What follows belongs to an exercise in optimizing a design on an open flow for small area, a short achievable clock period and few clock cycles per item; a production flow would make more cautious choices.
In this exercise RTL edits were held to simulation tests only and were not proved equivalent to the original.

## the baseline
==> flow/design.v (excerpt) <==
module mm_pe_stream
#(
  parameter int W         = mm_pe_stream_pkg::PE_W,
  parameter int MAX_WORDS = mm_pe_stream_pkg::PE_MAX_WORDS,
  parameter int CNT_W     = mm_pe_stream_pkg::PE_CNT_W
) (
  input  logic             clk,
  input  logic             rstn,
  input  logic             start,
  input  logic [CNT_W-1:0] n_words,
  input  logic [W-1:0]     x_j,
  input  logic [W-1:0]     m_prime,
  input  logic [W-1:0]     s_hi,
  input  logic             in_valid,
  output logic             in_ready,
  input  logic [W-1:0]     y_i,
  input  logic [W-1:0]     m_i,
  input  logic [W-1:0]     s_i,
  output logic             out_valid,
  input  logic             out_ready,
  output logic [W-1:0]     out_word,
  output logic [W-1:0]     out_top,
  output logic             busy,
  output logic             done,
  output logic             err
);
  localparam int SW = mm_pe_stream_pkg::PE_SUM_W;
  localparam int CW = mm_pe_stream_pkg::PE_CARRY_W;
  logic [2:0]       r_ph;
  logic             r_busy, r_done, r_err;
  logic             r_irdy;         
  logic             r_room;         
  logic [2:0]       r_cr;           
  logic             r_first;        
  logic [CNT_W-1:0] r_cnt;          
  logic [24:0]      r_xd;           
  logic [24:0]      r_qd;           
  logic [W-1:0]     r_top;          
  logic             r_ir_v, r_cs_v;
  logic [2:0]       r_ir_k, r_cs_k;
  logic [W-1:0]     r_y, r_m, r_s;
  logic [2*SW-1:0]  r_rows;
  logic [CW-1:0]    r_c;
  logic             r_ov;
  logic [W-1:0]     r_out;
  logic [W-1:0]     r_qb [3];
  logic [1:0]       r_qn, r_wp, r_rp;
  logic [2*SW-1:0]  w_rows;
  logic [SW-1:0]    w_t;
  logic [24:0]      w_rec;
  mm_pe_mac u_mac (
    .i_xd   (r_xd),
    .i_qd   (r_qd),
    .i_y    (r_y),
    .i_m    (r_m),
    .i_s    (r_s),
    .o_rows (w_rows)
  );
  assign w_t = r_rows[SW-1:0] + r_rows[2*SW-1:SW] + SW'(r_c);
  ...
clock: 12.5 ns
lec_check: 0
cap_margin: 20
core_margin: 2
core_utilization: 40
slew_margin: 80
run.sh (not shown) runs the stock make flow with config.mk's settings and CLKGATE_MAP_FILE= SYNTH_SCRIPT=/design/flow/synth_recipe.tcl, a recipe that flattens the netlist after the stock synthesis.
The baseline completed every stage of the flow, and the final layout passed the timing, design-rule and antenna checks.
Testbench counts of the baseline, summed over its fixed seeds: cycles 13,915, words 13,043.
diff inputs: the baseline => the candidate
- SLEW_MARGIN now 60, was 80
- CORE_UTILIZATION now 60, was 40
## What came out
- The candidate | status: complete | timing, DRC, antenna: pass
- Setup slack in the candidate is larger than in the baseline.
- In the final design statistics, the candidate uses fewer standard cells in total than the baseline.
- Final period demand of the worst path: the candidate vs the baseline down 55 ps
- The candidate vs the baseline: floorplan die area down by more than a quarter
- Number of instances in the placed design (the candidate over the baseline): decrease, 427
- Comparing the candidate against the baseline, there is no change at all in number of flip-flops and latches.

---

Another version of the RTL of mm_pe_stream (not shown whole).
For scale: about 2300 cells after synthesis, roughly 340 flip-flops, roughly 150 I/O pins.
==> flow/config.mk <==
export PLATFORM = sky130hd
export DESIGN_NAME = mm_pe_stream
export DESIGN_NICKNAME = mm_pe_stream
export VERILOG_FILES = /design/flow/design.v
export SDC_FILE = /design/flow/constraint.sdc
export NUM_CORES = 4
export LEC_CHECK = 0
export CAP_MARGIN = 20
export CORE_MARGIN = 2
export CORE_UTILIZATION = 78
export CTS_BUF_LIST = sky130_fd_sc_hd__clkbuf_16
export CTS_CLUSTER_DIAMETER = 100
export CTS_CLUSTER_SIZE = 30
export SLEW_MARGIN = 45
export SYNTH_HIERARCHICAL = 1
export SYNTH_MINIMUM_KEEP_SIZE = 0
export BUFFER_PORTS_ARGS = -buffer_cell sky130_fd_sc_hd__buf_1
==> flow/constraint.sdc <==
create_clock -name core_clock -period 12.5 [get_ports {clk}]
set_input_delay 2.5000 -clock core_clock [delete_from_list [all_inputs] [get_ports {clk}]]
set_output_delay 2.5000 -clock core_clock [all_outputs]
set_load 0.01 [all_outputs]
standard.sh (not shown) runs the stock make flow with config.mk's settings and CLKGATE_MAP_FILE= SYNTH_SCRIPT=/design/flow/synth_recipe.tcl, a recipe that flattens the netlist after the stock synthesis.
==> flow/flow/run.sh <==
#!/bin/bash
# Layout flow: the standard flow, with the port buffers made from plain
# buffers (sky130_fd_sc_hd__buf_1) instead of the cell buffer_ports picks by itself.
set -e
cp standard.sh standard_sh.txt
cp config.mk config_in.txt
echo 'export BUFFER_PORTS_ARGS = -buffer_cell sky130_fd_sc_hd__buf_1' >> config.mk
bash standard.sh > standard.log 2>&1
Testbench counts at the start, summed over its fixed seeds: cycles 13,915, words 13,043.
Rerun with:
==> flow/flow/run.sh (replaced) <==
#!/bin/bash
# Layout flow: the standard flow, with the port buffers made from plain
# buffers (sky130_fd_sc_hd__buf_2) instead of the cell buffer_ports picks by itself.
set -e
cp standard.sh standard_sh.txt
cp config.mk config_in.txt
echo 'export BUFFER_PORTS_ARGS = -buffer_cell sky130_fd_sc_hd__buf_2' >> config.mk
bash standard.sh > standard.log 2>&1
BUFFER_PORTS_ARGS = -buffer_cell sky130_fd_sc_hd__buf_2   (was -buffer_cell sky130_fd_sc_hd__buf_1)
CORE_UTILIZATION = 70   (was 78)
CTS_CLUSTER_DIAMETER = 80   (was 100)
CTS_CLUSTER_SIZE = 24   (was 30)
Register-to-register slack degrades by 0.04 ns; via count came out lower by 1.9%; worst setup slack degrades by 0.0049 ns; non-clock buffer count stays the same; routed wire length came out higher by 1.5%; die area came out higher by 11%; fmax hardly moves; final cell count came out higher by 1.0%; clock skew stays flat.
Rerun with:
CTS_BUF_LIST = sky130_fd_sc_hd__clkbuf_4 sky130_fd_sc_hd__clkbuf_8   (was sky130_fd_sc_hd__clkbuf_16)
CTS_CLUSTER_DIAMETER = unset   (was 80)
CTS_CLUSTER_SIZE = unset   (was 24)
SLEW_MARGIN = 60   (was 45)
Result: Setup slack got worse by 0.031 ns; via count rises by a few percent; clock-buffer cell count rises by 67.
Rerun with:
==> flow/flow/run.sh (replaced) <==
#!/bin/bash
# Layout flow: the standard flow, with the port buffers made from plain
# buffers (sky130_fd_sc_hd__buf_1) instead of the cell buffer_ports picks by itself.
set -e
cp standard.sh standard_sh.txt
cp config.mk config_in.txt
echo 'export BUFFER_PORTS_ARGS = -buffer_cell sky130_fd_sc_hd__buf_1' >> config.mk
bash standard.sh > standard.log 2>&1
BUFFER_PORTS_ARGS = -buffer_cell sky130_fd_sc_hd__buf_1   (was -buffer_cell sky130_fd_sc_hd__buf_2)
CORE_UTILIZATION = 85   (was 70)
CTS_BUF_LIST = sky130_fd_sc_hd__clkbuf_16   (was sky130_fd_sc_hd__clkbuf_4 sky130_fd_sc_hd__clkbuf_8)
CTS_CLUSTER_DIAMETER = 100   (was unset)
CTS_CLUSTER_SIZE = 30   (was unset)
SLEW_MARGIN = 30   (was 60)
Wire length increases by 8.2%.
Area after synthesis is unchanged.
Worst setup slack is worse by 0.055 ns.
Fmax decreases by 1.3%.
Clock-buffer cell count decreases by 71.
Die area decreases by 17%.

[afterwards: timing with drivers on the ports]
How much do the figures lean on ideal ports? The routed layouts below were timed once more, with nothing changed but the port constraints. Step 1 assumes that a clkbuf_16 drives the clock port and a buf_2 every other input. Step 2, shift: input delay + t, output delay - t, t = (earliest + latest rising clock arrival at the registers) / 2. This alone moves slack from input paths to output paths. Three values: ideal ports, drivers, drivers and shift; two values: the first two.
run	t, ns	setup slack, ns	slew at the worst register clock pin (ns)	worst data-port slew with drivers (ns)
the baseline	0.638	7.699 / 7.731 / 7.093	0.06 / 0.06	0.08
the candidate	0.608	7.754 / 7.790 / 7.182	0.07 / 0.07	0.05
the first run of note 2	0.583	8.502 / 8.538 / 7.959	0.11 / 0.11	0.06
the second run of note 2	0.606	8.497 / 8.497 / 7.962	0.10 / 0.10	0.05
the third run of note 2	0.679	8.466 / 8.466 / 8.096	0.07 / 0.07	0.04
the fourth run of note 2	0.584	8.411 / 8.411 / 8.082	0.12 / 0.12	0.05
After both steps setup and hold are still met in every run listed. The setup slack of the baseline, which loses most, moves by +0.032 ns with the drivers and by -0.606 ns with both steps.
